Background: an optimization exercise with open tools, aiming at small area, a short achievable clock period and few clock cycles per item. Do not read the settings as production practice. In this exercise RTL edits were held to simulation tests only and were not proved equivalent to the original. Power figures rest on the tool's default switching activity, not on a simulated workload.

--- flow/run.sh ---
#!/bin/bash
# synth_recipe.tcl (not shown) runs the flow's synth.tcl, then flattens the netlist and writes it again
# the make line also repeats each setting of config.mk as NAME=value (left out here)
make -C /OpenROAD-flow-scripts/flow DESIGN_CONFIG=/design/flow/config.mk WORK_HOME=/design/flow/orfs CLKGATE_MAP_FILE= SYNTH_SCRIPT=/design/flow/synth_recipe.tcl finish
--- flow/config.mk ---
export PLATFORM = sky130hd
export DESIGN_NAME = attn_loader_top
export DESIGN_NICKNAME = attn_loader_top
export VERILOG_FILES = /design/flow/design.v
export SDC_FILE = /design/flow/constraint.sdc
export NUM_CORES = 4
export LEC_CHECK = 0
export CAP_MARGIN = 20
export CORE_MARGIN = 2
export CORE_UTILIZATION = 40
export SLEW_MARGIN = 20
--- flow/constraint.sdc ---
create_clock -name core_clock -period 5.0 [get_ports {clk}]
set_input_delay 1.0000 -clock core_clock [delete_from_list [all_inputs] [get_ports {clk}]]
set_output_delay 1.0000 -clock core_clock [all_outputs]
set_load 0.01 [all_outputs]
--- flow/design.v ---
`timescale 1ns/1ps
package seg_pkg;
    typedef enum logic [3:0] {
        seg_i,
        seg_w_q, seg_bias_q, seg_m_q, seg_e_q,
        seg_w_k, seg_bias_k, seg_m_k, seg_e_k,
        seg_w_v, seg_bias_v, seg_m_v, seg_e_v,
        seg_m_c,
        seg_e_c
    } seg_t;
    typedef logic [7-1:0] seg_addr_t;
    function automatic logic [3:0] word_seg(input logic [7-1:0] a);
        logic [4:0] o;
        o = 5'(a - 7'((2 * 2 * (2 / 2))));    
        if (a < 7'((2 * 2 * (2 / 2)))) word_seg = seg_pkg::seg_i;
        else if (o < 5'd4)  word_seg = seg_pkg::seg_w_q;
        else if (o < 5'd6)  word_seg = seg_pkg::seg_bias_q;
        else if (o < 5'd8)  word_seg = seg_pkg::seg_m_q;
        else if (o < 5'd10) word_seg = seg_pkg::seg_e_q;
        else if (o < 5'd14) word_seg = seg_pkg::seg_w_k;
        else if (o < 5'd16) word_seg = seg_pkg::seg_bias_k;
        else if (o < 5'd18) word_seg = seg_pkg::seg_m_k;
        else if (o < 5'd20) word_seg = seg_pkg::seg_e_k;
        else if (o < 5'd24) word_seg = seg_pkg::seg_w_v;
        else if (o < 5'd26) word_seg = seg_pkg::seg_bias_v;
        else if (o < 5'd28) word_seg = seg_pkg::seg_m_v;
        else if (o < 5'd30) word_seg = seg_pkg::seg_e_v;
        else if (o < 5'd31) word_seg = seg_pkg::seg_m_c;
        else                word_seg = seg_pkg::seg_e_c;
    endfunction
    function automatic logic word_last(input logic [7-1:0] a);
        logic [4:0] o;
        o = 5'(a - 7'((2 * 2 * (2 / 2))));
        if (a < 7'((2 * 2 * (2 / 2)))) word_last = a == 7'((2 * 2 * (2 / 2)) - 1);
        else case (o)
            5'd3, 5'd5, 5'd7, 5'd9, 5'd13, 5'd15, 5'd17, 5'd19,
            5'd23, 5'd25, 5'd27, 5'd29, 5'd30, 5'd31: word_last = 1'b1;
            default: word_last = 1'b0;
        endcase
    endfunction
endpackage
`timescale 1ns/1ps
package host_pkg;
    typedef enum logic {
        reg_ctrl   = 1'b0,
        reg_status = 1'b1
    } host_reg_t;
    typedef logic [3-1:0] head_cnt_t;
    localparam int HOST_SEL_BIT    = 8 - 1;    
    localparam int CTRL_START_BIT  = 0;
    localparam int CTRL_COUNT_LSB  = 1;
    localparam int CTRL_COUNT_MSB  = CTRL_COUNT_LSB + 3 - 1;
    localparam int STATUS_BUSY_BIT = 0;
    localparam int STATUS_DONE_BIT = 1;
endpackage
`timescale 1ns/1ps
module tensor_store (
    input  logic                    clk,
    input  logic                    we,
    input  logic [7-1:0] waddr,
    input  logic [32-1:0]      wdata,
    input  logic [7-1:0] rd_addr,
    output logic [32-1:0]      rd_data
);
    localparam int DEPTH = ((2 * 2 * (2 / 2)) + 2 * (3 * (2 * 2 + 3 * 2) + 2));
    logic [32-1:0] mem [DEPTH];
    for (genvar i = 0; i < DEPTH; i++) begin : g_word
        always_ff @(posedge clk) begin
            if (we && waddr == 7'(i)) begin
                mem[i] <= wdata;
            end
        end
    end
    always_comb begin
        rd_data = '0;
        for (int i = 0; i < DEPTH; i++) begin
            if (rd_addr == 7'(i)) rd_data = mem[i];
        end
    end
endmodule
`timescale 1ns/1ps
module wb_host_regs (
    input  logic                      clk,
    input  logic                      rst,
    input  logic                      wb_cyc,
    input  logic                      wb_stb,
    input  logic                      wb_we,
    input  logic [8-1:0] wb_adr,
    input  logic [32-1:0]        wb_dat_w,
    output logic [32-1:0]        wb_dat_r,
    output logic                      wb_ack,
    output logic                      st_we,
    output logic [7-1:0]   st_waddr,
    output logic [32-1:0]        st_wdata,
    output logic                      start,
    output host_pkg::head_cnt_t       head_count,
    input  logic                      busy,
    input  logic                      done
);
    logic      req;
    logic      reg_sel;
    logic      reg_idx;
    logic      ctrl_wr;
    host_pkg::head_cnt_t wr_count;
    assign req     = wb_cyc && wb_stb && !wb_ack;    
    assign reg_sel = wb_adr[host_pkg::HOST_SEL_BIT];
    assign reg_idx = wb_adr[0];
    assign ctrl_wr = req && wb_we && reg_sel && reg_idx == host_pkg::reg_ctrl;
    assign wr_count = wb_dat_w[host_pkg::CTRL_COUNT_MSB:host_pkg::CTRL_COUNT_LSB];
    assign st_we    = req && wb_we && !reg_sel;
    assign st_waddr = wb_adr[7-1:0];
    assign st_wdata = wb_dat_w;
    assign start = ctrl_wr && wb_dat_w[host_pkg::CTRL_START_BIT] && !busy &&
                   wr_count != '0 && wr_count <= host_pkg::head_cnt_t'(2);
    always_ff @(posedge clk) begin
        if (rst) begin
            wb_ack     <= 1'b0;
            head_count <= '0;
        end else begin
            wb_ack <= req;
            if (ctrl_wr) begin
                head_count <= wr_count;
            end
        end
    end
    always_ff @(posedge clk) begin
        wb_dat_r <= '0;
        if (reg_sel && reg_idx == host_pkg::reg_status) begin
            wb_dat_r[host_pkg::STATUS_BUSY_BIT] <= busy;
            wb_dat_r[host_pkg::STATUS_DONE_BIT] <= done;
        end else if (reg_sel) begin
            wb_dat_r[host_pkg::CTRL_COUNT_MSB:host_pkg::CTRL_COUNT_LSB] <= head_count;
        end
    end
endmodule
`timescale 1ns/1ps
module segment_sequencer (
    input  logic                    clk,
    input  logic                    rst,
    input  logic                    start,
    input  logic [3-1:0]  head_count,
    input  logic                    pop,
    input  logic                    out_final,
    output logic [7-1:0] rd_addr,
    output logic                    rd_final,
    output logic                    busy,
    output logic                    done
);
    localparam seg_pkg::seg_addr_t LAST_ONE = (2 * 2 * (2 / 2)) + (3 * (2 * 2 + 3 * 2) + 2) - 1;
    localparam seg_pkg::seg_addr_t LAST_TWO = (2 * 2 * (2 / 2)) + 2 * (3 * (2 * 2 + 3 * 2) + 2) - 1;
    logic two;     
    logic finish;
    assign rd_final = rd_addr == (two ? LAST_TWO : LAST_ONE);
    assign finish   = pop && out_final;
    always_ff @(posedge clk) begin
        if (rst) begin
            busy    <= 1'b0;
            done    <= 1'b0;
            rd_addr <= '0;
        end else if (!busy) begin
            if (start) begin
                busy    <= 1'b1;
                done    <= 1'b0;
                rd_addr <= seg_pkg::seg_addr_t'(1);
            end
        end else if (finish) begin
            busy    <= 1'b0;
            done    <= 1'b1;
            rd_addr <= '0;
        end else if (pop) begin
            rd_addr <= rd_addr + 1'b1;
        end
    end
    always_ff @(posedge clk) begin
        if (start) begin
            two <= head_count == 3'd2;
        end
    end
endmodule
`timescale 1ns/1ps
module stream_reader (
    input  logic                    clk,
    input  logic                    busy,
    input  logic [7-1:0] rd_addr,
    input  logic                    rd_final,
    input  logic [32-1:0]      rd_data,
    output logic                    pop,
    output logic                    out_final,
    output logic                    m_valid,
    output logic [32-1:0]      m_data,
    output logic                    m_last,
    output seg_pkg::seg_t           m_seg,
    input  logic                    ready
);
    logic load;
    assign m_valid = busy;
    assign pop     = busy && ready;
    assign load    = !busy || ready;
    always_ff @(posedge clk) begin
        if (load) begin
            m_data    <= rd_data;
            m_last    <= seg_pkg::word_last(rd_addr);
            m_seg     <= seg_pkg::seg_t'(seg_pkg::word_seg(rd_addr));
            out_final <= rd_final;
        end
    end
endmodule
`timescale 1ns/1ps
module attn_loader_top (
    input  logic                      clk,
    input  logic                      rst,
    input  logic                      wb_cyc,
    input  logic                      wb_stb,
    input  logic                      wb_we,
    input  logic [8-1:0] wb_adr,
    input  logic [32-1:0]        wb_dat_w,
    output logic [32-1:0]        wb_dat_r,
    output logic                      wb_ack,
    output logic                      m_valid,
    output logic [32-1:0]        m_data,
    output logic                      m_last,
    output logic [3:0]                m_seg,
    input  logic                      ready
);
    logic                    st_we;
    logic [7-1:0] st_waddr;
    logic [32-1:0]      st_wdata;
    logic [7-1:0] rd_addr;
    logic [32-1:0]      rd_data;
    logic                    rd_final;
    logic      start;
    host_pkg::head_cnt_t head_count;
    logic      busy;
    logic      done;
    logic      pop;
    logic      out_final;
    wb_host_regs u_host (
        .clk        (clk),
        .rst        (rst),
        .wb_cyc     (wb_cyc),
        .wb_stb     (wb_stb),
        .wb_we      (wb_we),
        .wb_adr     (wb_adr),
        .wb_dat_w   (wb_dat_w),
        .wb_dat_r   (wb_dat_r),
        .wb_ack     (wb_ack),
        .st_we      (st_we),
        .st_waddr   (st_waddr),
        .st_wdata   (st_wdata),
        .start      (start),
        .head_count (head_count),
        .busy       (busy),
        .done       (done)
    );
    tensor_store u_store (
        .clk     (clk),
        .we      (st_we),
        .waddr   (st_waddr),
        .wdata   (st_wdata),
        .rd_addr (rd_addr),
        .rd_data (rd_data)
    );
    segment_sequencer u_seq (
        .clk        (clk),
        .rst        (rst),
        .start      (start),
        .head_count (st_wdata[host_pkg::CTRL_COUNT_MSB:host_pkg::CTRL_COUNT_LSB]),
        .pop        (pop),
        .out_final  (out_final),
        .rd_addr    (rd_addr),
        .rd_final   (rd_final),
        .busy       (busy),
        .done       (done)
    );
    stream_reader u_reader (
        .clk       (clk),
        .busy      (busy),
        .rd_addr   (rd_addr),
        .rd_final  (rd_final),
        .rd_data   (rd_data),
        .pop       (pop),
        .out_final (out_final),
        .m_valid   (m_valid),
        .m_data    (m_data),
        .m_last    (m_last),
        .m_seg     (m_seg),
        .ready     (ready)
    );
endmodule
==> qor.txt, run 1 <==
Die Span X = 476.2 microns
Post-DP HPWL = 286.3 mm
Final period util = 1.022
Clock Latency Late Sink = 0.92 ns
DP Area = 97850 sq um
Max-slew violations = 0
Root buffer cell = clkbuf_16
Drt first-iter violations = 14600
Worst Tran Pin Value = 1.252 ns
Final hold vios = 0
Number of remaining DRC errors = 0
Final hold slack = 0.4549 ns
Post-synth EDFFs = 2215
Max clock buf depth = 3
Final setup margin = -0.1101 ns
Most frequent cell after synthesis = edfxtp_1
Rows = 173
Largest net degree at the start of global routing = 69
Final net count = 6686
Mapped cell area = 89190 sq um
Pwr/cell area = 364.7 nW/um^2
CTS tree = built
RePlAce Congestion = 1.028
Status = complete, but fails checks
Core area = 221900 sq um
Antenna viol nets, final = 0
Post-route cell area = 105400 sq um
Minimum clock period = 5.110 ns
Ranking of synthesized cells by area = edfxtp_1 (75%), nor2_1 (2.2%), a221oi_1 (1.8%)
Drt first pass iters = 9
Total GRT Usage = 0.3470
F_max = 0.1957 GHz
DR vias/cell = 6.806
RSZ-0062 raised after global routing = no
Critical Path Start Type = flip-flop
WL per Instance = 41.44 microns
Grt ovf = 0
Static Leakage = 34.13 nW
Synth area leader = edfxtp_1
Hold crit path type = flip-flop to flip-flop
Post-CTS Hold Fix Bufs = 0
Max VDD drop = 363.5 uV
IO Port Bufs = 88
YS warnings = 5
Yosys reg bits = 2232
Setup Crit Path Kind = flip-flop to flip-flop
Global-route wire length before repair = 537.6 mm
Final setup fails = 9
Die Area = 226800 sq um
Max H-tree Level = 4
R2R setup slack = -0.11 ns
CTS buffer count = 226
Total Wirelength = 406.2 mm
Critical Path RT = 5.64 ns
Layout area overhead = 18.14%
Initial antenna violation count = 45
Synth top area share = 0.7458
I/O pin cnt = 117
Crit-path max FO = 11
Clk_skew = 0.06894 ns
Reg clk slew, reported paths = 0.06 ns
Via total after detailed routing = 66720
Sum Neg Setup Slack = -0.4881 ns
Post-synthesis cell count = 5954
Die H = 476.2 microns
Main synth FF type = edfxtp_1
Number of global-route vias before repair = 60280
Share of layout cells above drive strength 1 = 0.1826
Worst slew margin = 0.1563
Initial core utilization = 0.4020
SO Viols = negative setup slack
Synth async-reset ratio = 0
Clock sink count = 2232
Worst Setup End Kind = flip-flop
Synth unique cells = 120
Post-synthesis sequential area ratio = 0.7496
Synth cell count leaders = edfxtp_1 (2215), nor2_1 (532), nand2_1 (403), o21ai_0 (284), a21oi_1 (253)
WHS Path Cells = 1
Mean Syn Cell Area = 14.98 sq um
R2r worst-path depth = 15
Max-Cap Viols = 0
Arrival @ worst endpoint = 5.75 ns
## critical path, cell delays in order (launching register included)
cell	delay, ns
dfxtp_1	0.46
inv_1	0.16
ha_1	0.38
nand2b_2	0.40
nor2_1	0.23
buf_4	0.24
a221o_1	0.35
a311oi_1	0.57
o31ai_1	0.15
buf_4	0.19
a21boi_1	0.47
o21ai_0	0.16
buf_4	0.19
a31oi_1	0.49
buf_4	0.26
o311ai_1	0.13
## cell type report
| class | instances | area [sq um] |
|---|---|---|
| clock inverters | 145 | 1546 |
| diodes | 10 | 25.02 |
| repair buffers | 755 | 5908 |
| fillers | 19230 | 116500 |
| inverters | 21 | 78.83 |
| well taps | 2975 | 3722 |
| multi-input cells | 3395 | 21370 |
| clock buffers | 270 | 5863 |
| flip-flops and latches | 2232 | 66860 |
## cell usage in the layout, fill, tap and decap left out, drive strengths merged, types with 53 or more instances in the layout
master / n
a2111oi: 53
a21oi: 253
a221o: 71
nand2: 409
clkinv: 106
nor2: 563
a221oi: 189
nor3: 136
clkdlybuf4s50: 56
a211oi: 67
a22oi: 135
o22ai: 245
buf: 698
nand3: 142
edfxtp: 2215
clkbuf: 271
o21ai: 298
o211ai: 98
o221ai: 106
## power breakdown
group          internal, mW  leakage [nW]  switching (mW)
Sequential             20.6          20.1         0.00497
Combinational        0.0679          10.4           0.603
Clock                  9.61          3.59            7.57
Total                  30.2          34.1            8.18
## layer usage
layer	part of all wire	GRT usage	routed length, microns	vias to the layer above
met5	0.00039	0	157	-
met2	0.42	0.4965	170800	6093
met3	0.15	0.1075	61020	921
met4	0.059	0.1662	23820	24
met1	0.37	0.4799	150400	33980
li1	-	-	-	25700
## cells by family (layout without fill, tap and decap cells)
group                      after synthesis  count (layout)  synth area share
AOI/OAI and AO/OA                     1835            1835            0.1469
adders and majority gates                9               9          0.001263
DFF                                   2232            2232            0.7496
muxes                                    8               8         0.0008979
and+or+nand+nor                       1511            1511           0.08107
buffers and inverters                  354            1191           0.01991
other                                    1              38        0.00004205
xor gates and xnor gates                 4               4         0.0003929
## final timing paths
path	startpoint	end
max	u_seq.rd_addr[3]	u_reader.m_data[25]
min	u_host.wb_ack	u_host.wb_ack
max reg2reg	u_seq.rd_addr[3]	u_reader.m_data[25]
min reg2reg	u_host.wb_ack	u_host.wb_ack
## through the flow
step	setup slack [ns]	instances	util	power, mW
3_5_place_dp	-0.1970	9376	0.4410	21.61
5_1_grt	0.006245	9796	0.4749	39.09
3_3_place_gp	-0.9336	9372	0.4407	21.59
6_report	-0.1101	9803	0.4749	38.42
4_1_cts	0.005206	9791	0.4745	38.38
2_1_floorplan	1.354	5981	-	21.03
## registers in the layout (all words and copies together) (netlist names)
| name | flops |
|---|---|
| u_reader.m_last | 1 |
| u_seq.two | 1 |
| u_reader.m_seg | 4 |
| u_reader.m_data | 32 |
| u_seq.done | 1 |
| u_store.mem | 2176 |
| u_host.wb_dat_r | 4 |
| u_seq.rd_addr | 7 |
| u_host.wb_ack | 1 |
| u_host.head_count | 3 |
| u_seq.busy | 1 |
| u_reader.out_final | 1 |
## what timing repair did
| item | in CTS | in global routing |
|---|---|---|
| pin swaps | 0 | 1 |
| setup endpoints to repair | 4 | 10 |
| gates resized for setup | 5 | 13 |
| setup buffers | 0 | 1 |
Testbench counts, summed over its fixed seeds: cycles 7,456, words 7,328.
==> inputs of run 2 (changes only) <==
--- a/flow/design.v
+++ b/flow/design.v
@@ -57,23 +57,60 @@
 module tensor_store (
     input  logic                    clk,
+    input  logic                    rst,
     input  logic                    we,
     input  logic [7-1:0] waddr,
     input  logic [32-1:0]      wdata,
-    input  logic [7-1:0] rd_addr,
+    output logic                    ph,
+    input  logic [((2 * 2 * (2 / 2)) + 2 * (3 * (2 * 2 + 3 * 2) + 2))/2-1:0] rd_pair,    
     output logic [32-1:0]      rd_data
 );
     localparam int DEPTH = ((2 * 2 * (2 / 2)) + 2 * (3 * (2 * 2 + 3 * 2) + 2));
-    logic [32-1:0] mem [DEPTH];
-    for (genvar i = 0; i < DEPTH; i++) begin : g_word
+    localparam int PAIRS = DEPTH / 2;
+    localparam int PAIR_W = 7 - 1;
+    logic [32-1:0] s0 [PAIRS];
+    logic [32-1:0] s1 [PAIRS];
+    logic               live;
+    logic               now;
+    logic               pend;
+    logic [PAIR_W-1:0]  pend_pair;
+    logic [32-1:0] pend_data;
+    logic               bus_en;
+    logic [PAIR_W-1:0]  bus_pair;
+    logic [32-1:0] bus_data;
+    assign live     = we && waddr < 7'(DEPTH);
+    assign now      = waddr[0] ^ ph;    
+    assign bus_en   = pend || (live && now);
+    assign bus_pair = pend ? pend_pair : waddr[7-1:1];
+    assign bus_data = pend ? pend_data : wdata;
+    always_ff @(posedge clk) begin
+        if (rst) begin
+            ph   <= 1'b0;
+            pend <= 1'b0;
+        end else begin
+            ph   <= !ph;
+            pend <= live && !now;
+        end
+    end
+    always_ff @(posedge clk) begin
+        pend_pair <= waddr[7-1:1];
+        pend_data <= wdata;
+    end
+    for (genvar k = 0; k < PAIRS; k++) begin : g_pair
         always_ff @(posedge clk) begin
-            if (we && waddr == 7'(i)) begin
-                mem[i] <= wdata;
+            s1[k] <= s0[k];
+            if (bus_en && bus_pair == PAIR_W'(k)) begin
+                s0[k] <= bus_data;
+            end else begin
+                s0[k] <= s1[k];
             end
         end
     end
     always_comb begin
-        rd_data = '0;
-        for (int i = 0; i < DEPTH; i++) begin
-            if (rd_addr == 7'(i)) rd_data = mem[i];
+        for (int b = 0; b < 32; b++) begin
+            logic [PAIRS-1:0] hit;
+            for (int k = 0; k < PAIRS; k++) begin
+                hit[k] = rd_pair[k] && s1[k][b];
+            end
+            rd_data[b] = |hit;
         end
     end
@@ -140,34 +177,49 @@
     input  logic                    start,
     input  logic [3-1:0]  head_count,
-    input  logic                    pop,
-    input  logic                    out_final,
+    input  logic                    ph,
+    input  logic                    room,         
+    input  logic                    finish,       
+    output logic                    ld,           
     output logic [7-1:0] rd_addr,
+    output logic [((2 * 2 * (2 / 2)) + 2 * (3 * (2 * 2 + 3 * 2) + 2))/2-1:0] rd_pair,
     output logic                    rd_final,
     output logic                    busy,
     output logic                    done
 );
+    localparam int PAIRS = ((2 * 2 * (2 / 2)) + 2 * (3 * (2 * 2 + 3 * 2) + 2)) / 2;
     localparam seg_pkg::seg_addr_t LAST_ONE = (2 * 2 * (2 / 2)) + (3 * (2 * 2 + 3 * 2) + 2) - 1;
     localparam seg_pkg::seg_addr_t LAST_TWO = (2 * 2 * (2 / 2)) + 2 * (3 * (2 * 2 + 3 * 2) + 2) - 1;
-    logic two;     
-    logic finish;
+    logic two;         
+    logic all_read;    
+    logic want;
     assign rd_final = rd_addr == (two ? LAST_TWO : LAST_ONE);
-    assign finish   = pop && out_final;
+    assign want     = busy ? !all_read : start;
+    assign ld       = want && room && (rd_addr[0] ^ ph);
     always_ff @(posedge clk) begin
         if (rst) begin
-            busy    <= 1'b0;
-            done    <= 1'b0;
-            rd_addr <= '0;
-        end else if (!busy) begin
+            busy     <= 1'b0;
+            done     <= 1'b0;
+            all_read <= 1'b0;
+            rd_addr  <= '0;
+            rd_pair  <= PAIRS'(1);
+        end else begin
             if (start) begin
-                busy    <= 1'b1;
-                done    <= 1'b0;
-                rd_addr <= seg_pkg::seg_addr_t'(1);
-            end
-        end else if (finish) begin
-            busy    <= 1'b0;
-            done    <= 1'b1;
-            rd_addr <= '0;
-        end else if (pop) begin
-            rd_addr <= rd_addr + 1'b1;
+                busy <= 1'b1;
+                done <= 1'b0;
+            end
+            if (ld) begin
+                all_read <= rd_final;
+                rd_addr  <= rd_addr + 1'b1;
+                if (rd_addr[0]) begin
+                    rd_pair <= {rd_pair[PAIRS-2:0], 1'b0};
+                end
+            end
+            if (finish) begin
+                busy     <= 1'b0;
+                done     <= 1'b1;
+                all_read <= 1'b0;
+                rd_addr  <= '0;
+                rd_pair  <= PAIRS'(1);
+            end
         end
     end
@@ -181,10 +233,11 @@
 module stream_reader (
     input  logic                    clk,
-    input  logic                    busy,
+    input  logic                    rst,
+    input  logic                    ld,
     input  logic [7-1:0] rd_addr,
     input  logic                    rd_final,
     input  logic [32-1:0]      rd_data,
-    output logic                    pop,
-    output logic                    out_final,
+    output logic                    room,
+    output logic                    finish,
     output logic                    m_valid,
     output logic [32-1:0]      m_data,
@@ -193,10 +246,16 @@
     input  logic                    ready
 );
-    logic load;
-    assign m_valid = busy;
-    assign pop     = busy && ready;
-    assign load    = !busy || ready;
+    logic out_final;
+    assign room   = !m_valid || ready;
+    assign finish = m_valid && ready && out_final;
+    always_ff @(posedge clk) begin
+        if (rst) begin
+            m_valid <= 1'b0;
+        end else if (room) begin
+            m_valid <= ld;
+        end
+    end
     always_ff @(posedge clk) begin
-        if (load) begin
+        if (room) begin
             m_data    <= rd_data;
             m_last    <= seg_pkg::word_last(rd_addr);
@@ -227,12 +286,15 @@
     logic [32-1:0]      st_wdata;
     logic [7-1:0] rd_addr;
+    logic [((2 * 2 * (2 / 2)) + 2 * (3 * (2 * 2 + 3 * 2) + 2))/2-1:0] rd_pair;
     logic [32-1:0]      rd_data;
     logic                    rd_final;
+    logic                    ph;
     logic      start;
     host_pkg::head_cnt_t head_count;
     logic      busy;
     logic      done;
-    logic      pop;
-    logic      out_final;
+    logic      ld;
+    logic      room;
+    logic      finish;
     wb_host_regs u_host (
         .clk        (clk),
@@ -255,8 +317,10 @@
     tensor_store u_store (
         .clk     (clk),
+        .rst     (rst),
         .we      (st_we),
         .waddr   (st_waddr),
         .wdata   (st_wdata),
-        .rd_addr (rd_addr),
+        .ph      (ph),
+        .rd_pair (rd_pair),
         .rd_data (rd_data)
     );
@@ -266,7 +330,10 @@
         .start      (start),
         .head_count (st_wdata[host_pkg::CTRL_COUNT_MSB:host_pkg::CTRL_COUNT_LSB]),
-        .pop        (pop),
-        .out_final  (out_final),
+        .ph         (ph),
+        .room       (room),
+        .finish     (finish),
+        .ld         (ld),
         .rd_addr    (rd_addr),
+        .rd_pair    (rd_pair),
         .rd_final   (rd_final),
         .busy       (busy),
@@ -274,16 +341,17 @@
     );
     stream_reader u_reader (
-        .clk       (clk),
-        .busy      (busy),
-        .rd_addr   (rd_addr),
-        .rd_final  (rd_final),
-        .rd_data   (rd_data),
-        .pop       (pop),
-        .out_final (out_final),
-        .m_valid   (m_valid),
-        .m_data    (m_data),
-        .m_last    (m_last),
-        .m_seg     (m_seg),
-        .ready     (ready)
+        .clk      (clk),
+        .rst      (rst),
+        .ld       (ld),
+        .rd_addr  (rd_addr),
+        .rd_final (rd_final),
+        .rd_data  (rd_data),
+        .room     (room),
+        .finish   (finish),
+        .m_valid  (m_valid),
+        .m_data   (m_data),
+        .m_last   (m_last),
+        .m_seg    (m_seg),
+        .ready    (ready)
     );
 endmodule
--- a/flow/config.mk
+++ b/flow/config.mk
@@ -8,4 +8,6 @@
 export CAP_MARGIN = 20
 export CORE_MARGIN = 2
-export CORE_UTILIZATION = 40
+export CORE_UTILIZATION = 60
+export PLACE_DENSITY = 0.7
+export SETUP_SLACK_MARGIN = 2.6
 export SLEW_MARGIN = 20
==> run 2 against run 1 <==
Now clean on timing, DRC and antenna. Sequential power fell by 9%. First-iteration DRC count down 73%. Sequential share of layout area fell by 4.3 points. Register-to-register slack gained 2.7 ns. Routed wire length shrank 50%. Clock skew down 0.044 ns. Synthesized cell count shrank 19%. Sequential cell count up 76. Clock power shrank 8%. Worst hold slack got worse by 0.14 ns. Design area decreased by 25%. Power fell by 9.0%. Largest cell class unchanged.
==> qor.txt, run 2 <==
Final setup fails = 0 (-9)
Biggest regs = u_store.s0: 1088 flops, u_store.s1: 1088 flops, u_seq.rd_pair: 34 flops
Synth Area in XOR/XNOR = 0.0007562 (+0.0003634)
Largest family of logic cells by synthesized area = multiplexers
Crit path capture = u_store.s0[5][19]
Die H = 340.2 microns (-29%)
Status = no timing/DRC/antenna violations
Met3 Routed Length = 15.39 mm (-75%)
Post-synth EDFFs = 39 (-98%)
Total GRT Usage = 0.3399 (-0.007074)
Number of remaining DRC errors = 0 (unchanged)
FF-to-FF Start = u_store.pend
Minimum clock period = 2.491 ns (-2.619 ns)
Final net count = 4976 (-26%)
Leading cell type in the layout, fill and taps excluded = dfxtp_1
Critical Path RT = 5.67 ns (+0.03 ns)
Main synth FF type = dfxtp_1
Arrival @ worst endpoint = 3.17 ns (-2.58 ns)
Yosys reg bits = 2308 (+3.4%)
Worst slack at placement = 0.9120 ns (+1.109 ns)
Hold crit path type = flip-flop to flip-flop
Ant diodes = 0 (-10)
Layout area overhead = 16.31%
Critical Path Stages = 6 (-9)
IO Port Bufs = 88 (unchanged)
WL met1 = 85.62 mm (-43%)
Worst path max stage delay = 0.41 ns (-0.16 ns)
Clock Latency Late Sink = 0.80 ns (-0.12 ns)
Max VDD drop = 344.5 uV (-5.2%)
Mux cell area share after synthesis = 0.1927 (+0.1918)
DP Area = 70670 sq um (-28%)
YS warnings = 6 (+1)
Worst slew margin = 0.3266 (+0.1703)
WL met2 = 92.99 mm (-46%)
Max clock buf depth = 3 (unchanged)
Sum Neg Setup Slack = 0 ns (+0.4881 ns)
Most frequent cell after synthesis = dfxtp_1
Global-route wire length before repair = 283.8 mm (-47%)
Number of global-route vias before repair = 39100 (-35%)
Synth async-reset ratio = 0 (unchanged)
R2r worst-path depth = 8 (-7)
F_max = 0.4014 GHz (+110%)
Worst Tran Pin Value = 1.010 ns (-0.2422 ns)
Crit path max-delay family = buffers and inverters
Final period util = 0.4982 (-0.5238)
Setup Crit Path Kind = input port to flip-flop
Worst Setup End Kind = flip-flop
Via total after detailed routing = 40300 (-40%)
Grt ovf = 0 (unchanged)
Placed cell count = 6139 (-35%)
Synth top area share = 0.6696 (-0.07617)
Reg clk slew, reported paths = 0.06 ns (about the same)
Largest net degree at the start of global routing = 35 (-49%)
Initial core utilization = 0.6038 (+0.2018)
Initial antenna violation count = 5 (-89%)
Clk_skew = 0.02498 ns (-0.04396 ns)
Drt first-iter violations = 4007 (-73%)
Synth area leader = dfxtp_1
Synth Area in Adders = 0.001107 (-0.0001559)
Die Area = 115800 sq um (-49%)
Max H-tree Level = 4 (unchanged)
CTS buffer count = 207 (-8.4%)
Synth cell count leaders = dfxtp_1 (2269), mux2_2 (1109), a22oi_1 (544), clkbuf_1 (243), nand4_1 (130)
Post-synthesis compound-gate area fraction = 0.06586 (-0.08099)
Core area = 112300 sq um (-49%)
RSZ-0062 raised after global routing = yes
Final hold vios = 0 (unchanged)
Post-DP HPWL = 102.4 mm (-64%)
Critical path cell sequence = dlygate4sd2_1 -> nor3b_4 -> o22ai_2 -> nor3_4 -> buf_12 -> mux2_2
Crit-path max FO = 32 (+21)
Uppermost routed layer = met5
Fin cells = 6593 (-33%)
WL per Instance = 30.87 microns (-25%)
Bufs and invs on worst path = 2 (-3)
Mean Syn Cell Area = 14.10 sq um (-5.9%)
Worst R2R End = u_store.s0[2][12]
Crit path launch = wb_adr[1]
Final setup margin = 2.509 ns (+2.619 ns)
RePlAce Congestion = 0.8090 (-21%)
Clock sink count = 2308 (+3.4%)
Total Wirelength = 203.5 mm (-50%)
Crit-path slowest cell = dlygate4sd2_1
Critical Path Start Type = input port
DR vias/cell = 6.113 (-10%)
Rows = 123 (-29%)
Simple-gate portion of the synthesized area = 0.02713 (-0.05394)
Die Span X = 340.2 microns (-29%)
Post-synthesis cell count = 4812 (-19%)
Pwr/cell area = 443.2 nW/um^2 (+22%)
Max-Cap Viols = 0 (unchanged)
Post-route cell area = 78900 sq um (-25%)
R2R setup slack = 2.57 ns (+2.68 ns)
Antenna viol nets, final = 0 (unchanged)
Most frequent cells in the layout = dfxtp_1 (2230), mux2_2 (1075), a22oi_1 (544)
I/O pin cnt = 117 (unchanged)
Max-slew violations = 0 (unchanged)
Share of layout cells above drive strength 1 = 0.3458 (+0.1632)
Drt first pass iters = 5 (-4)
Root buffer cell = clkbuf_16
Static Leakage = 32.10 nW (-6.0%)
Ranking of synthesized cells by area = dfxtp_1 (67%), mux2_2 (18%), a22oi_1 (6.0%)
Post-synthesis sequential area ratio = 0.6869 (-0.06272)
Mapped cell area = 67840 sq um (-24%)
Synth unique cells = 56 (-53%)
CTS tree = built
-- run 2: kinds of logic (layout without fill, tap and decap cells) --
logic type      after synthesis  after routing
compound gates              596            597
xor+xnor                      5              5
fa+ha+maj                     6              6
buf+inv                     396            649
flops                      2308           2308
mux                        1166           1166
other cells                   1             28
simple gates                334            334
-- run 2: metrics by stage --
stage	hold WS (ns)	utilization	total power, mW
after global routing	0.3186	0.7023	35.87
after CTS	0.3108	0.6978	35.01
after detailed placement	0.3121	0.6291	19.56
after global placement	0.3096	0.6289	19.54
final	0.3108	0.7023	34.97
after floorplan	0.3096	-	19.40
-- run 2: layer usage --
metal	vias up	global-route usage
li1	17390	-
met5	-	0
met1	20580	0.4641
met2	1824	0.5331
met3	508	0.05691
met4	6	0.1534
-- run 2: worst register-to-register path: stages, from the launching register on --
cell and delay (ns):
dfxtp_4 0.40, buf_12 0.19, nor3_4 0.17, nand4_1 0.18
buf_12 0.20, buf_12 0.14, a21oi_4 0.20, buf_12 0.38
mux2_2 0.45
-- run 2: power breakdown --
part,leakage (nW),switching (mW),internal (mW)
Combinational,9.90,0.276,0.188
Sequential,18.8,0.0930,18.6
Clock,3.37,6.77,9.01
-- run 2: worst min path at each step --
stage / start / end / slack [ns] / depth (start not counted)
CTS: u_store.s0[28][19] / u_store.s1[28][19] / 0.31 / 0
global placement: u_store.s0[22][4] / u_store.s1[22][4] / 0.31 / 0
global route: u_store.s0[28][22] / u_store.s1[28][22] / 0.32 / 0
floorplan: u_store.s0[0][0] / u_store.s1[0][0] / 0.31 / 0
finish: u_store.s0[30][6] / u_store.s1[30][6] / 0.31 / 0
detailed placement: u_store.s0[0][24] / u_store.s1[0][24] / 0.31 / 0
-- run 2: repair_timing --
item / in CTS / in global routing
gates resized for setup: 284 / 66
gates cloned: 11 / 4
buffers inserted: 39 / 22
pin swaps: 19 / 16
setup endpoints to repair: 1177 / 751
hold endpoints to repair: 0 / 0
hold buffers: 0 / 0
-- run 2: cell type report --
cell class                      instances  area (sq um)
Multi-Input combinational cell       2136         20410
Clock buffer                          319          6227
Inverter                               10         41.29
Clock inverter                         59         570.5
Tap cell                             1500          1877
Sequential cell                      2308         46690
Timing Repair Buffer                  261          3087
Fill cell                            7694         33440
Testbench counts of run 2, summed over its fixed seeds: cycles 7,582, words 7,328.
==> inputs of run 3 (changes only) <==
--- a/flow/config.mk
+++ b/flow/config.mk
@@ -8,6 +8,5 @@
 export CAP_MARGIN = 20
 export CORE_MARGIN = 2
-export CORE_UTILIZATION = 60
-export PLACE_DENSITY = 0.7
-export SETUP_SLACK_MARGIN = 2.6
+export CORE_UTILIZATION = 50
+export SETUP_SLACK_MARGIN = 2.9
 export SLEW_MARGIN = 20
==> run 3 against run 2 <==
Count of clock-buffer cells in the layout up 3. Sequential share of layout area decreased by 7.0 points. Critical path depth increased by 5. Critical path type is now flip-flop to flip-flop.
==> qor.txt, run 3 <==
Layout area overhead = 32.07%
Drt first-iter violations = 5445 (+36%)
Initial antenna violation count = 4 (-1)
Psw = 7.685 mW (+7.6%)
RSZ-0062 raised after global routing = yes
Number of remaining DRC errors = 0 (unchanged)
Clock Latency Late Sink = 0.86 ns (+0.06 ns)
Main synth FF type = dfxtp_1
YS warnings = 6 (unchanged)
IO Port Bufs = 88 (unchanged)
DR vias/cell = 6.108 (about the same)
Mean Syn Cell Area = 14.10 sq um (unchanged)
Antenna viol nets, final = 0 (unchanged)
Setup Crit Path Kind = flip-flop to flip-flop
Global-route wire length before repair = 351.4 mm (+24%)
Most frequent cell after synthesis = dfxtp_1
Max clock buf depth = 3 (unchanged)
Drt first pass iters = 5 (unchanged)
Final net count = 5311 (+6.7%)
CTS buffer count = 216 (+4.3%)
Max-slew violations = 0 (unchanged)
Mapped cell area = 67840 sq um (unchanged)
Post-synthesis cell count = 4812 (unchanged)
Status = no timing/DRC/antenna violations
Root buffer cell = clkbuf_16
Critical Path Start Type = flip-flop
Total GRT Usage = 0.3683 (+0.02838)
Final setup margin = 2.414 ns (-0.09453 ns)
F_max = 0.3868 GHz (-3.7%)
Comb power frac = 0.017 (+0.004)
Post-synthesis sequential area ratio = 0.6869 (unchanged)
DP Area = 71200 sq um (+0.74%)
Final period util = 0.5171 (+0.01891)
Hold crit path type = flip-flop to flip-flop
Worst slack at placement = 0.8312 ns (-0.08079 ns)
Die Area = 138600 sq um (+20%)
Max H-tree Level = 4 (unchanged)
Sequential Power Share = 0.513 (-0.022)
I/O pin cnt = 117 (unchanged)
Post-synth EDFFs = 39 (unchanged)
Synth async-reset ratio = 0 (unchanged)
Synth top area share = 0.6696 (unchanged)
RePlAce Congestion = 0.7831 (-3.2%)
Largest net degree at the start of global routing = 35 (unchanged)
Post-CTS Hold Fix Bufs = 0 (unchanged)
Count of filler cells inserted in the layout = 9330 (+21%)
Biggest regs = u_store.s0: 1088 flops, u_store.s1: 1088 flops, u_seq.rd_pair: 34 flops
Post-route cell area = 89590 sq um (+14%)
Reg clk slew, reported paths = 0.06 ns (about the same)
Core area = 135100 sq um (+20%)
Synth area leader = dfxtp_1
Worst Tran Pin Value = 0.8303 ns (-0.1798 ns)
Ranking of synthesized cells by area = dfxtp_1 (67%), mux2_2 (18%), a22oi_1 (6.0%)
Switching share of total power = 0.2106 (+0.006439)
Arrival @ worst endpoint = 3.30 ns (+0.13 ns)
Static Leakage = 36.38 nW (+13%)
Crit-path max FO = 8 (-75%)
Minimum clock period = 2.586 ns (+0.09453 ns)
Synth cell count leaders = dfxtp_1 (2269), mux2_2 (1109), a22oi_1 (544), clkbuf_1 (243), nand4_1 (130)
Final hold vios = 0 (unchanged)
WL per Instance = 36.83 microns (+19%)
Synth unique cells = 56 (unchanged)
Worst Setup End Kind = flip-flop
CTS tree = built
Sum Neg Setup Slack = 0 ns (unchanged)
Max VDD drop = 342.4 uV (-0.62%)
Clock power frac = 0.469 (+0.018)
Pwr/cell area = 407.2 nW/um^2 (-8.1%)
Internal power = 28.80 mW (+3.5%)
Yosys reg bits = 2308 (unchanged)
Max-Cap Viols = 0 (unchanged)
Initial core utilization = 0.5020 (-0.1018)
Leading cell type in the layout, fill and taps excluded = dfxtp_1
Critical Path RT = 5.71 ns (+0.04 ns)
Via total after detailed routing = 44110 (+9.5%)
Die Span X = 372.3 microns (+9.4%)
Rows = 135 (+9.8%)
Final setup fails = 0 (unchanged)
R2R setup slack = 2.41 ns (-0.16 ns)
Die H = 372.3 microns (+9.4%)
Number of global-route vias before repair = 42190 (+7.9%)
Clk_skew = 0.04207 ns (+0.01709 ns)
Worst slew margin = 0.4465 (+0.1199)
Clock sink count = 2308 (unchanged)
Most frequent cells in the layout = dfxtp_1 (2228), mux2_4 (866), a22oi_1 (535)
Grt ovf = 0 (unchanged)
Fin util = 0.6630 (-0.03930)
Total Wirelength = 266.0 mm (+31%)
Share of layout cells above drive strength 1 = 0.4011 (+0.05533)
Post-DP HPWL = 107.0 mm (+4.4%)
## run 3: cell counts after synthesis
No cell type changed its count.
## run 3: cells by family (layout without fill, tap and decap cells)
group,after synthesis,in the layout,synth area share
AOI/OAI and AO/OA,596,597,0.06586
xor gates and xnor gates,5,5,0.0007564
adders and majority gates,6,6,0.001107
buffers and inverters,396,987,0.02553
DFF,2308,2308,0.6869
muxes,1166,1172,0.1927
other,1,29,0.00005528
and+or+nand+nor,334,337,0.02713
## run 3: through the flow
stage / cells / power, mW / hold slack [ns]
6_report: 7222 / 36.48 / 0.3141
5_1_grt: 7221 / 37.29 / 0.3230
4_1_cts: 7156 / 36.38 / 0.3128
3_5_place_dp: 6427 / 19.57 / 0.3121
3_3_place_gp: 6427 / 19.56 / 0.3095
2_1_floorplan: 4839 / 19.41 / 0.3096
## run 3: area by class of cell
| type | count | area [sq um] | share of cell area |
|---|---|---|---|
| Sequential cell | 2308 | 46730 | 0.5216 |
| Multi-Input combinational cell | 2145 | 23930 | 0.2671 |
| Timing Repair Buffer | 577 | 9196 | 0.1026 |
| Clock buffer | 322 | 6635 | 0.07406 |
| Tap cell | 1781 | 2228 | 0.02487 |
| Clock inverter | 77 | 824.5 | 0.009203 |
| Inverter | 10 | 41.29 | 0.0004608 |
| Timing Repair inverter | 1 | 7.507 | 0.00008379 |
| Antenna cell | 1 | 2.502 | 0.00002793 |
## run 3: path summary, 6_finish.rpt
path                           from                end  cells after the start
setup reg to reg      u_host.wb_ack  u_store.s0[8][17]                     11
hold / removal    u_store.s0[3][22]  u_store.s1[3][22]                      0
setup / recovery      u_host.wb_ack  u_store.s0[8][17]                     11
hold reg to reg   u_store.s0[3][22]  u_store.s1[3][22]                      0
## run 3: worst max-delay path: stages, from the launching register on
cell	delay [ns]
dfxtp_4	0.36
and4b_2	0.26
buf_4	0.15
buf_6	0.11
buf_6	0.12
a21oi_4	0.32
buf_6	0.20
nor3_4	0.05
buf_6	0.14
buf_12	0.14
buf_16	0.16
mux2_4	0.35
## run 3: repair_timing
item                       in CTS  in global routing
hold endpoints to repair        0                  0
pin swaps                      57                 50
setup endpoints to repair    1248               1185
resized for setup            1207                343
cloned                        115                  9
setup buffers                 215                 56
## run 3: power groups by stage
stage / logic, mW / clock network, mW / registers, mW
after floorplan: 0.297 / 0 / 19.1
after global placement: 0.425 / 0 / 19.1
after detailed placement: 0.428 / 0 / 19.1
after CTS: 0.563 / 17.1 / 18.7
after global routing: 0.657 / 17.9 / 18.7
final: 0.630 / 17.1 / 18.7
## run 3: layer usage
metal  track usage  vias up  wire, microns
li1              -    18140              -
met1        0.4894    22620         108600
met2        0.5422     2608         113000
met3       0.09152      742          25660
met4        0.2204        2          18750
met5             0        -             17
==> inputs of run 4 (changes only) <==
--- a/flow/design.v
+++ b/flow/design.v
@@ -59,7 +59,9 @@
     input  logic                    rst,
     input  logic                    we,
+    input  logic                    load,        
     input  logic [7-1:0] waddr,
     input  logic [32-1:0]      wdata,
     output logic                    ph,
+    output logic                    wr_busy,     
     input  logic [((2 * 2 * (2 / 2)) + 2 * (3 * (2 * 2 + 3 * 2) + 2))/2-1:0] rd_pair,    
     output logic [32-1:0]      rd_data
@@ -70,35 +72,36 @@
     logic [32-1:0] s0 [PAIRS];
     logic [32-1:0] s1 [PAIRS];
-    logic               live;
-    logic               now;
-    logic               pend;
-    logic [PAIR_W-1:0]  pend_pair;
-    logic [32-1:0] pend_data;
-    logic               bus_en;
-    logic [PAIR_W-1:0]  bus_pair;
-    logic [32-1:0] bus_data;
-    assign live     = we && waddr < 7'(DEPTH);
-    assign now      = waddr[0] ^ ph;    
-    assign bus_en   = pend || (live && now);
-    assign bus_pair = pend ? pend_pair : waddr[7-1:1];
-    assign bus_data = pend ? pend_data : wdata;
+    logic               w_pend;
+    logic               w_b;
+    logic [PAIR_W-1:0]  w_pair;
+    logic [32-1:0] w_data;
+    logic               w_now;
+    assign w_now   = w_pend && (w_b ^ ph);    
+    assign wr_busy = w_pend;
     always_ff @(posedge clk) begin
         if (rst) begin
-            ph   <= 1'b0;
-            pend <= 1'b0;
+            ph     <= 1'b0;
+            w_pend <= 1'b0;
         end else begin
-            ph   <= !ph;
-            pend <= live && !now;
+            ph <= !ph;
+            if (we) begin
+                w_pend <= waddr < 7'(DEPTH);
+            end else if (w_now) begin
+                w_pend <= 1'b0;
+            end
         end
     end
     always_ff @(posedge clk) begin
-        pend_pair <= waddr[7-1:1];
-        pend_data <= wdata;
+        if (load) begin
+            w_b    <= waddr[0];
+            w_pair <= waddr[7-1:1];
+            w_data <= wdata;
+        end
     end
     for (genvar k = 0; k < PAIRS; k++) begin : g_pair
         always_ff @(posedge clk) begin
             s1[k] <= s0[k];
-            if (bus_en && bus_pair == PAIR_W'(k)) begin
-                s0[k] <= bus_data;
+            if (w_now && w_pair == PAIR_W'(k)) begin
+                s0[k] <= w_data;
             end else begin
                 s0[k] <= s1[k];
@@ -178,4 +181,5 @@
     input  logic [3-1:0]  head_count,
     input  logic                    ph,
+    input  logic                    wr_busy,
     input  logic                    room,         
     input  logic                    finish,       
@@ -195,5 +199,5 @@
     assign rd_final = rd_addr == (two ? LAST_TWO : LAST_ONE);
     assign want     = busy ? !all_read : start;
-    assign ld       = want && room && (rd_addr[0] ^ ph);
+    assign ld       = want && room && (rd_addr[0] ^ ph) && !wr_busy;
     always_ff @(posedge clk) begin
         if (rst) begin
@@ -290,4 +294,5 @@
     logic                    rd_final;
     logic                    ph;
+    logic                    wr_busy;
     logic      start;
     host_pkg::head_cnt_t head_count;
@@ -319,7 +324,9 @@
         .rst     (rst),
         .we      (st_we),
+        .load    (!wb_ack),
         .waddr   (st_waddr),
         .wdata   (st_wdata),
         .ph      (ph),
+        .wr_busy (wr_busy),
         .rd_pair (rd_pair),
         .rd_data (rd_data)
@@ -331,4 +338,5 @@
         .head_count (st_wdata[host_pkg::CTRL_COUNT_MSB:host_pkg::CTRL_COUNT_LSB]),
         .ph         (ph),
+        .wr_busy    (wr_busy),
         .room       (room),
         .finish     (finish),
--- a/flow/config.mk
+++ b/flow/config.mk
@@ -8,5 +8,6 @@
 export CAP_MARGIN = 20
 export CORE_MARGIN = 2
-export CORE_UTILIZATION = 50
-export SETUP_SLACK_MARGIN = 2.9
+export CORE_UTILIZATION = 60
+export PLACE_DENSITY = 0.7
+export SETUP_SLACK_MARGIN = 2.6
 export SLEW_MARGIN = 20
==> run 4 against run 3 <==
Still clean on timing, DRC and antenna. Routed wire length fell by 26%. Via count decreased by 10%. Sequential power about the same. Cell count down 9.3%. Area after synthesis shrank 0.36%. Sequential cell count up 1. Non-clock buffer count shrank 317. Sequential share of layout area is 8.2 points higher. Synthesized cell count is 1.0% lower. Critical path depth down 5. Maximum frequency grew 6.6%. Largest power group unchanged.
==> qor.txt, run 4 <==
Final setup margin = 2.574 ns (+0.1595 ns)
Comb power frac = 0.008 (-0.009)
Reg area = 47100 sq um (+0.78%)
Synth unique cells = 44 (-21%)
Hold crit path type = flip-flop to flip-flop
Post-synthesis sequential area ratio = 0.6954 (+0.008551)
Die H = 339.6 microns (-8.8%)
Post-route cell area = 78060 sq um (-13%)
Clock power frac = 0.458 (-0.011)
Worst slew margin = 0.2351 (-0.2114)
Final setup fails = 0 (unchanged)
Leading cell type in the layout, fill and taps excluded = dfxtp_1
Critical Path RT = 5.67 ns (-0.04 ns)
Synth area leader = dfxtp_1
Clock Latency Late Sink = 0.81 ns (-0.05 ns)
Synth top area share = 0.6608 (-0.008838)
Final hold slack = 0.3072 ns (-0.006972 ns)
Worst Tran Pin Value = 1.145 ns (+0.3147 ns)
RePlAce Congestion = 0.7915 (+1.1%)
Via total after detailed routing = 39670 (-10%)
Worst slack at placement = 1.106 ns (+0.2746 ns)
Global-route wire length before repair = 280.3 mm (-20%)
DR vias/cell = 6.054 (-0.88%)
Sequential Power Share = 0.534 (+0.021)
Drt first-iter violations = 4287 (-21%)
Core area = 112200 sq um (-17%)
Mux cell area share after synthesis = 0.1822 (-0.01054)
Multi-input gate area = 19590 sq um (-18%)
Internal power = 27.88 mW (-3.2%)
Grt ovf = 0 (unchanged)
Post-synthesis compound-gate area fraction = 0.06816 (+0.002292)
Largest family of logic cells by synthesized area = multiplexers
Worst Setup End Kind = flip-flop
Max clock buf depth = 3 (unchanged)
F_max = 0.4122 GHz (+6.6%)
Pwr/cell area = 448.5 nW/um^2 (+10%)
Fin util = 0.6958 (+0.03277)
Main synth FF type = dfxtp_1
Final net count = 4930 (-7.2%)
Post-CTS Hold Fix Bufs = 0 (unchanged)
Largest net degree at the start of global routing = 73 (+110%)
I/O pin cnt = 117 (unchanged)
Setup Crit Path Kind = flip-flop to flip-flop
Rows = 123 (-8.9%)
Root buffer cell = clkbuf_16
Count of filler cells inserted in the layout = 7742 (-17%)
Biggest regs = u_store.s0: 1088 flops, u_store.s1: 1088 flops, u_seq.rd_pair: 34 flops
Max-slew violations = 0 (unchanged)
WL per Instance = 30.10 microns (-18%)
Synth async-reset ratio = 0 (unchanged)
Layout area overhead = 15.49%
Drt first pass iters = 5 (unchanged)
Final hold vios = 0 (unchanged)
Synth Area in XOR/XNOR = 0.0009070 (+0.0001508)
Sum Neg Setup Slack = 0 ns (unchanged)
Minimum clock period = 2.426 ns (-0.1595 ns)
Psw = 7.128 mW (-7.3%)
Crit-path max FO = 25 (+17)
CTS tree = built
WHS Path Cells = 0 (unchanged)
Number of global-route vias before repair = 39140 (-7.2%)
YS warnings = 6 (unchanged)
DP Area = 70160 sq um (-1.5%)
Mean Syn Cell Area = 14.19 sq um (+0.69%)
Mapped cell area = 67590 sq um (-0.36%)
Number of remaining DRC errors = 0 (unchanged)
Die Area = 115400 sq um (-17%)
Arrival @ worst endpoint = 3.10 ns (-0.20 ns)
Yosys reg bits = 2309 (+0.043%)
Synth cell count leaders = dfxtp_1 (2231), mux2_2 (1088), a22oi_1 (416), clkbuf_1 (244), nand4_1 (132)
Post-synth EDFFs = 78 (+100%)
Reg clk slew, reported paths = 0.06 ns (about the same)
Total GRT Usage = 0.3351 (-0.03316)
Clock sink count = 2309 (+0.043%)
Simple-gate portion of the synthesized area = 0.02699 (-0.0001427)
IO Port Bufs = 88 (unchanged)
Post-DP HPWL = 106.9 mm (about the same)
Most frequent cells in the layout = dfxtp_1 (2193), mux2_2 (1077), a22oi_1 (414)
Initial antenna violation count = 3 (-1)
Ranking of synthesized cells by area = dfxtp_1 (66%), mux2_2 (18%), a22oi_1 (4.6%)
Initial core utilization = 0.6025 (+0.1005)
Total Wirelength = 197.2 mm (-26%)
Clk_skew = 0.02571 ns (-0.01637 ns)
Switching share of total power = 0.2036 (-0.007033)
Max-Cap Viols = 0 (unchanged)
R2r worst-path depth = 6 (-5)
Most frequent cell after synthesis = dfxtp_1
Max VDD drop = 388.0 uV (+13%)
Synth Area in Adders = 0.001111 (+0.000003995)
Max H-tree Level = 4 (unchanged)
Post-synthesis cell count = 4762 (-1.0%)
Static Leakage = 31.53 nW (-13%)
CTS buffer count = 208 (-3.7%)
Final period util = 0.4852 (-0.03190)
Die Span X = 339.6 microns (-8.8%)
RSZ-0062 raised after global routing = yes
Critical Path Start Type = flip-flop
Status = no timing/DRC/antenna violations
Antenna viol nets, final = 0 (unchanged)
Share of layout cells above drive strength 1 = 0.3427 (-0.05840)
[run 4: cell types whose count changed after synthesis, sizes merged, moves of 8 or more]
cell and delta:
nand2 -32, edfxtp +39, nor3 +11, nor4 -32, a22o +64, mux2 -31, nor3b -8, a22oi -128
dfxtp -38, a221oi +65, mux2i -41, o21ai +39, nand3 +37, nor2 +37
[run 4: path summary, 6_finish.rpt]
kind	slack [ns]	to	startpoint
worst max register to register	2.57	u_store.s0[18][16]	u_store.w_pair[3]
worst max-delay path	2.57	u_store.s0[18][16]	u_store.w_pair[3]
worst min-delay path	0.31	u_store.s1[14][12]	u_store.s0[14][12]
worst min register to register	0.31	u_store.s1[14][12]	u_store.s0[14][12]
[run 4: kinds of logic (layout without fill, tap and decap cells)]
| group | Yosys count | in the layout |
|---|---|---|
| DFF | 2309 | 2309 |
| other | 1 | 30 |
| xor gates and xnor gates | 7 | 7 |
| adders and majority gates | 6 | 6 |
| buffers and inverters | 394 | 653 |
| muxes | 1094 | 1094 |
| and+or+nand+nor | 342 | 344 |
| AOI/OAI and AO/OA | 609 | 610 |
[run 4: cell type report]
cell class,count,area share
Clock inverter,56,0.008014
Sequential cell,2309,0.6033
Antenna cell,2,0.00006411
Multi-Input combinational cell,2089,0.2509
Tap cell,1500,0.02404
Clock buffer,327,0.08102
Timing Repair Buffer,260,0.03210
Inverter,10,0.0004969
[run 4: metrics by stage]
| stage | total power [mW] | cells |
|---|---|---|
| 3_3_place_gp | 19.34 | 6105 |
| 2_1_floorplan | 19.21 | 4789 |
| 5_1_grt | 35.88 | 6551 |
| 3_5_place_dp | 19.35 | 6108 |
| 6_report | 35.01 | 6553 |
| 4_1_cts | 35.05 | 6524 |
[run 4: power groups by stage]
stage | combinational (mW) | clock [mW] | sequential [mW]
2_1_floorplan | 0.186 | 0 | 19.0
3_3_place_gp | 0.172 | 0 | 19.2
3_5_place_dp | 0.190 | 0 | 19.2
4_1_cts | 0.199 | 16.1 | 18.7
5_1_grt | 0.287 | 16.9 | 18.7
6_report | 0.273 | 16.0 | 18.7
[run 4: routing by layer]
metal,GRT usage,part of all wire
met2,0.5263,0.45
met1,0.4629,0.43
met4,0.1309,0.038
met3,0.05998,0.077
met5,0,0.00014
[run 4: timing repair]
item                                   in CTS  in global routing
gates cloned                                4                  1
setup endpoints to repair                1111                553
resized for setup                         226                 51
setup buffers                              29                 14
endpoints found under the hold margin       0                  0
pin swaps                                  17                 10
[run 4: worst max-delay path: stages (launching register included)]
cell      delay, ns
edfxtp_1       0.54
buf_4          0.22
nor2_4         0.26
nand2_1        0.26
nor2_4         0.24
buf_12         0.36
mux2_2         0.39
Testbench counts of run 4, summed over its fixed seeds: cycles 7,582, words 7,328.
==> inputs of run 5 (changes only) <==
--- a/flow/config.mk
+++ b/flow/config.mk
@@ -9,4 +9,6 @@
 export CORE_MARGIN = 2
 export CORE_UTILIZATION = 60
+export CTS_CLUSTER_DIAMETER = 150
+export CTS_CLUSTER_SIZE = 25
 export PLACE_DENSITY = 0.7
 export SETUP_SLACK_MARGIN = 2.6
==> run 5 against run 4 <==
Routed wire length down 2.5%. Cell count down 3.8%. Setup slack worse by 0.014 ns. Worst hold slack better by 0.012 ns. Global-route usage down 0.87 points. Critical endpoint is now u_seq.rd_pair[13]. Largest cell class unchanged. Largest power group unchanged.
==> qor.txt, run 5 <==
Status = no timing/DRC/antenna violations
Mapped cell area = 67590 sq um (unchanged)
Post-synthesis sequential area ratio = 0.6954 (unchanged)
WL per Instance = 30.53 microns (+1.4%)
Number of global-route vias before repair = 37720 (-3.6%)
Post-CTS Hold Fix Bufs = 0 (unchanged)
Hold crit path type = flip-flop to flip-flop
Final hold slack = 0.3191 ns (+0.01196 ns)
F_max = 0.4099 GHz (-0.56%)
DR vias/cell = 6.129 (+1.2%)
Most frequent cell after synthesis = dfxtp_1
Clock sink count = 2309 (unchanged)
Minimum clock period = 2.440 ns (+0.01378 ns)
Reg clk slew, reported paths = 0.10 ns (+0.04 ns)
Max clock buf depth = 3 (unchanged)
Grt ovf = 0 (unchanged)
Global-route wire length before repair = 273.4 mm (-2.5%)
Via total after detailed routing = 38630 (-2.6%)
Post-synth EDFFs = 78 (unchanged)
Sum Neg Setup Slack = 0 ns (unchanged)
Count of filler cells inserted in the layout = 8273 (+6.9%)
Final setup fails = 0 (unchanged)
Setup Crit Path Kind = input port to flip-flop
Number of remaining DRC errors = 0 (unchanged)
Max VDD drop = 284.8 uV (-27%)
Pwr/cell area = 384.4 nW/um^2 (-14%)
Clock Latency Late Sink = 0.73 ns (-0.08 ns)
Mean Syn Cell Area = 14.19 sq um (unchanged)
CTS tree = built
Layout area overhead = 9.235%
Core area = 112200 sq um (unchanged)
Max H-tree Level = 3 (-1)
Main synth FF type = dfxtp_1
Synth async-reset ratio = 0 (unchanged)
RSZ-0062 raised after global routing = yes
DP Area = 70160 sq um (unchanged)
Drt first pass iters = 5 (unchanged)
Final hold vios = 0 (unchanged)
Synth area leader = dfxtp_1
Share of layout cells above drive strength 1 = 0.3112 (-0.03152)
Arrival @ worst endpoint = 3.05 ns (-0.05 ns)
Static Leakage = 29.39 nW (-6.8%)
Final net count = 4819 (-2.3%)
Ranking of synthesized cells by area = dfxtp_1 (66%), mux2_2 (18%), a22oi_1 (4.6%)
RePlAce Congestion = 0.7915 (unchanged)
Root buffer cell = clkbuf_16
Most frequent cells in the layout = dfxtp_1 (2193), mux2_2 (1088), a22oi_1 (414)
Crit-path max FO = 34 (+36%)
Leading cell type in the layout, fill and taps excluded = dfxtp_1
Final period util = 0.4880 (+0.002756)
Total Wirelength = 192.4 mm (-2.5%)
Initial antenna violation count = 1 (-2)
YS warnings = 6 (unchanged)
Worst Setup End Kind = flip-flop
Synth top area share = 0.6608 (unchanged)
Drt first-iter violations = 3988 (-7.0%)
Critical Path Start Type = input port
I/O pin cnt = 117 (unchanged)
Max-Cap Viols = 0 (unchanged)
Tot Pwr = 28.39 mW (-19%)
Post-route cell area = 73840 sq um (-5.4%)
Post-synthesis cell count = 4762 (unchanged)
Total GRT Usage = 0.3265 (-0.008676)
Initial core utilization = 0.6025 (unchanged)
Multi-input gate area = 19540 sq um (-0.26%)
Worst slew margin = 0.2301 (-0.005015)
Biggest regs = u_store.s0: 1088 flops, u_store.s1: 1088 flops, u_seq.rd_pair: 34 flops
Die Span X = 339.6 microns (unchanged)
Synth cell count leaders = dfxtp_1 (2231), mux2_2 (1088), a22oi_1 (416), clkbuf_1 (244), nand4_1 (132)
Clk_skew = 0.02509 ns (-0.0006126 ns)
Worst Tran Pin Value = 1.152 ns (+0.007506 ns)
Critical Path RT = 5.61 ns (-0.06 ns)
Post-DP HPWL = 106.9 mm (unchanged)
Rows = 123 (unchanged)
Antenna viol nets, final = 0 (unchanged)
Max-slew violations = 0 (unchanged)
Die Area = 115400 sq um (unchanged)
IO Port Bufs = 88 (unchanged)
CTS buffer count = 102 (-51%)
Synth unique cells = 44 (unchanged)
Largest net degree at the start of global routing = 73 (unchanged)
Die H = 339.6 microns (unchanged)
Yosys reg bits = 2309 (unchanged)
Reg area = 47100 sq um (about the same)
-- run 5: power breakdown --
part,internal (mW),leakage (nW),total (mW),switching [mW]
combinational,0.108,9.15,0.264,0.156
clock,3.89,1.36,9.43,5.54
sequential,18.5,18.9,18.7,0.141
total,22.5,29.4,28.4,5.84
-- run 5: final timing paths --
kind                            slack [ns]               start                  end  cells after the start
worst max-delay path                  2.56              wb_cyc    u_seq.rd_pair[13]                      9
worst max register to register        2.56    u_seq.rd_pair[5]  u_reader.m_data[20]                      4
worst min-delay path                  0.32  u_store.s0[27][12]   u_store.s1[27][12]                      0
worst min register to register        0.32  u_store.s0[27][12]   u_store.s1[27][12]                      0
-- run 5: kinds of logic (layout without fill, tap and decap cells) --
logic type,after synthesis,in the layout,synth area share
AND/OR/NAND/NOR,342,344,0.02699
multiplexers,1094,1094,0.1822
buffers and inverters,394,403,0.02521
XOR/XNOR,7,7,0.0009070
flip-flops,2309,2309,0.6954
AO/OA/AOI/OAI,609,610,0.06816
other,1,29,0.00005548
adder cells (fa/ha/maj),6,6,0.001111
-- run 5: cell type report --
type,count,area share
timing repair buffer,255,0.03347
clock buffer,134,0.03735
tap,1500,0.02542
antenna,1,0.00003389
inverter,10,0.0005592
clock inverter,4,0.0006778
sequential,2309,0.6379
multi-input combinational,2089,0.2646
-- run 5: what timing repair did --
item                                   in CTS  in global routing
endpoints found under the hold margin       0                  0
buffers inserted                           28                 12
setup endpoints to repair                1113                430
gates resized for setup                   161                 47
pin swaps                                  15                 11
gates cloned                                3                  1
-- run 5: critical path, stage by stage --
cell and delay (ns):
clkdlybuf4s50_1 0.47, nand4b_1 0.23, nor4_4 0.31, buf_4 0.17, buf_4 0.12, o2111ai_4 0.21, buf_6 0.29, nand3_1 0.11
o21ai_0 0.12
-- run 5: metrics by stage --
step                instances  setup WS, ns  utilization
floorplan                4789         2.403            -
global placement         6105         1.131       0.6249
detailed placement       6108         1.106       0.6254
CTS                      6277         2.516       0.6549
global route             6301         2.542       0.6581
finish                   6302         2.560       0.6581
-- run 5: metal layers --
layer	GRT usage	routed length (microns)
met3	0.04755	13170
met4	0.1131	7159
met5	0	13
met1	0.4620	84300
met2	0.5147	87740
==> inputs of run 6 (changes only) <==
--- a/flow/design.v
+++ b/flow/design.v
@@ -197,7 +197,9 @@
     logic all_read;    
     logic want;
+    logic pair_step;
     assign rd_final = rd_addr == (two ? LAST_TWO : LAST_ONE);
     assign want     = busy ? !all_read : start;
     assign ld       = want && room && (rd_addr[0] ^ ph) && !wr_busy;
+    assign pair_step = busy && !all_read && room && rd_addr[0] && !ph && !wr_busy;
     always_ff @(posedge clk) begin
         if (rst) begin
@@ -215,7 +217,7 @@
                 all_read <= rd_final;
                 rd_addr  <= rd_addr + 1'b1;
-                if (rd_addr[0]) begin
-                    rd_pair <= {rd_pair[PAIRS-2:0], 1'b0};
-                end
+            end
+            if (pair_step) begin
+                rd_pair <= {rd_pair[PAIRS-2:0], 1'b0};
             end
             if (finish) begin
--- a/flow/config.mk
+++ b/flow/config.mk
@@ -12,4 +12,4 @@
 export CTS_CLUSTER_SIZE = 25
 export PLACE_DENSITY = 0.7
-export SETUP_SLACK_MARGIN = 2.6
+export SETUP_SLACK_MARGIN = 2.8
 export SLEW_MARGIN = 20
==> run 6 against run 5 <==
Die area about the same. Cell count is 2.0% higher. Via count increased by 4.0%.
==> qor.txt, run 6 <==
Yosys reg bits = 2309 (unchanged)
Number of remaining DRC errors = 0 (unchanged)
Max-Cap Viols = 0 (unchanged)
Drt first pass iters = 6 (+1)
Number of global-route vias before repair = 38650 (+2.5%)
Worst Setup End Kind = flip-flop
Final period util = 0.4599 (-0.02805)
Grt ovf = 0 (unchanged)
Mux cell area share after synthesis = 0.1871 (+0.004918)
Leading cell type in the layout, fill and taps excluded = dfxtp_1
Final hold slack = 0.3122 ns (-0.006947 ns)
CTS buffer count = 102 (unchanged)
Die Area = 115300 sq um (about the same)
IO Port Bufs = 88 (unchanged)
Setup Crit Path Kind = flip-flop to flip-flop
Mean Syn Cell Area = 14.31 sq um (+0.81%)
Clock Latency Late Sink = 0.73 ns (about the same)
Global-route wire length before repair = 284.7 mm (+4.1%)
Arrival @ worst endpoint = 2.91 ns (-0.14 ns)
RSZ-0062 raised after global routing = yes
Final net count = 4941 (+2.5%)
Max VDD drop = 339.0 uV (+19%)
Most frequent cell after synthesis = dfxtp_1
Die Span X = 339.6 microns (about the same)
Static Leakage = 30.86 nW (+5.0%)
F_max = 0.4349 GHz (+6.1%)
Max clock buf depth = 3 (unchanged)
Die H = 339.6 microns (about the same)
Status = no timing/DRC/antenna violations
Via total after detailed routing = 40160 (+4.0%)
Synth async-reset ratio = 0 (unchanged)
Final hold vios = 0 (unchanged)
Minimum clock period = 2.300 ns (-0.1402 ns)
Synth unique cells = 46 (+4.5%)
Hold crit path type = flip-flop to flip-flop
Reg clk slew, reported paths = 0.10 ns (about the same)
Tot Pwr = 28.39 mW (about the same)
Largest net degree at the start of global routing = 40 (-45%)
Post-CTS Hold Fix Bufs = 0 (unchanged)
Synth area leader = dfxtp_1
Most frequent cells in the layout = dfxtp_1 (2191), mux2_2 (992), a22oi_1 (408)
Count of filler cells inserted in the layout = 7822 (-5.5%)
Main synth FF type = dfxtp_1
Synth Area in XOR/XNOR = 0.0007776 (-0.0001294)
Pwr/cell area = 368.9 nW/um^2 (-4.0%)
Total Wirelength = 211.6 mm (+10%)
Total GRT Usage = 0.3418 (+0.01531)
Synth cell count leaders = dfxtp_1 (2231), mux2_2 (1088), a22oi_1 (416), clkbuf_1 (232), nand4_1 (132)
Layout area overhead = 13.88%
Worst Tran Pin Value = 1.096 ns (-0.05611 ns)
Initial antenna violation count = 6 (+5)
Drt first-iter violations = 4278 (+7.3%)
YS warnings = 6 (unchanged)
Worst slew margin = 0.2691 (+0.03899)
Clock sink count = 2309 (unchanged)
DR vias/cell = 6.251 (+2.0%)
Critical Path RT = 5.61 ns (about the same)
Sum Neg Setup Slack = 0 ns (unchanged)
Final setup fails = 0 (unchanged)
I/O pin cnt = 117 (unchanged)
Synth top area share = 0.6609 (about the same)
Clk_skew = 0.03413 ns (+0.009039 ns)
Post-synthesis compound-gate area fraction = 0.06578 (-0.002377)
RePlAce Congestion = 0.8137 (+2.8%)
Core area = 112000 sq um (-0.14%)
Post-synth EDFFs = 78 (unchanged)
Crit-path max FO = 6 (-82%)
CTS tree = built
Largest family of logic cells by synthesized area = multiplexers
WL per Instance = 32.93 microns (+7.9%)
Initial core utilization = 0.6032 (+0.0007271)
## run 6: worst paths after layout
kind | startpoint | to | slack (ns) | cells after the start
worst max-delay path | u_store.w_b | u_store.s0[1][2] | 2.70 | 9
worst min-delay path | u_store.s0[31][2] | u_store.s1[31][2] | 0.31 | 0
worst max register to register | u_store.w_b | u_store.s0[1][2] | 2.70 | 9
worst min register to register | u_store.s0[31][2] | u_store.s1[31][2] | 0.31 | 0
## run 6: timing repair
item | 4_1_cts | 5_1_grt
gates cloned | 9 | 23
pin swaps | 56 | 27
setup endpoints to repair | 1206 | 683
resized for setup | 354 | 210
setup buffers | 111 | 41
## run 6: through the flow
stage               cell area [sq um]  instances  setup slack [ns]    util
finish                          76960       6425             2.700  0.6869
global route                    76960       6422             2.650  0.6869
CTS                             75020       6352             2.658  0.6696
detailed placement              70330       6096             1.619  0.6277
global placement                70270       6093             1.693  0.6272
floorplan                       67740       4750             2.455       -
## run 6: power breakdown
part	leakage (nW)	internal (mW)	switching, mW
registers	18.9	18.6	0.0728
logic	10.7	0.130	0.259
clock network	1.32	3.79	5.58
## run 6: cell families after synthesis
kind of cell | Yosys count
XOR/XNOR | 6
buffers and inverters | 388
multiplexers | 1127
adder cells (fa/ha/maj) | 5
flip-flops | 2309
AND/OR/NAND/NOR | 310
AO/OA/AOI/OAI | 577
other | 1
## run 6: worst max-delay path, cell delays in order (launching register included)
cell and delay, ns:
edfxtp_1 0.43, xor2_2 0.20, buf_4 0.17, nand4b_1 0.13, buf_6 0.17, clkbuf_16 0.16
nor2_4 0.15, buf_12 0.20, buf_4 0.22, mux2_2 0.35
## run 6: routing by layer
layer | wire length [microns] | vias up | GRT usage
met2 | 94780 | 1995 | 0.5447
li1 | - | 17110 | -
met3 | 18420 | 492 | 0.05600
met1 | 87990 | 20560 | 0.4728
met4 | 10380 | 4 | 0.1223
met5 | 23 | - | 0
## run 6: area by class of cell
| cell class | instances | area (sq um) | area share |
|---|---|---|---|
| antenna | 3 | 7.507 | 0.00009754 |
| tap | 1500 | 1877 | 0.02439 |
| clock buffer | 134 | 2694 | 0.03500 |
| clock inverter | 2 | 25.02 | 0.0003251 |
| multi-input combinational | 2059 | 20190 | 0.2624 |
| sequential | 2309 | 47140 | 0.6124 |
| inverter | 9 | 35.03 | 0.0004552 |
| timing repair buffer | 409 | 4997 | 0.06493 |
Testbench counts of run 6, summed over its fixed seeds: cycles 7,582, words 7,328.

Check on run 6: ideal ports give 2.700 ns setup slack; a clkbuf_16 on the clock port and buf_2 on the inputs give 2.638 ns; moving port delays by the midpoint clock arrival (0.787 ns) as well gives 2.038 ns.
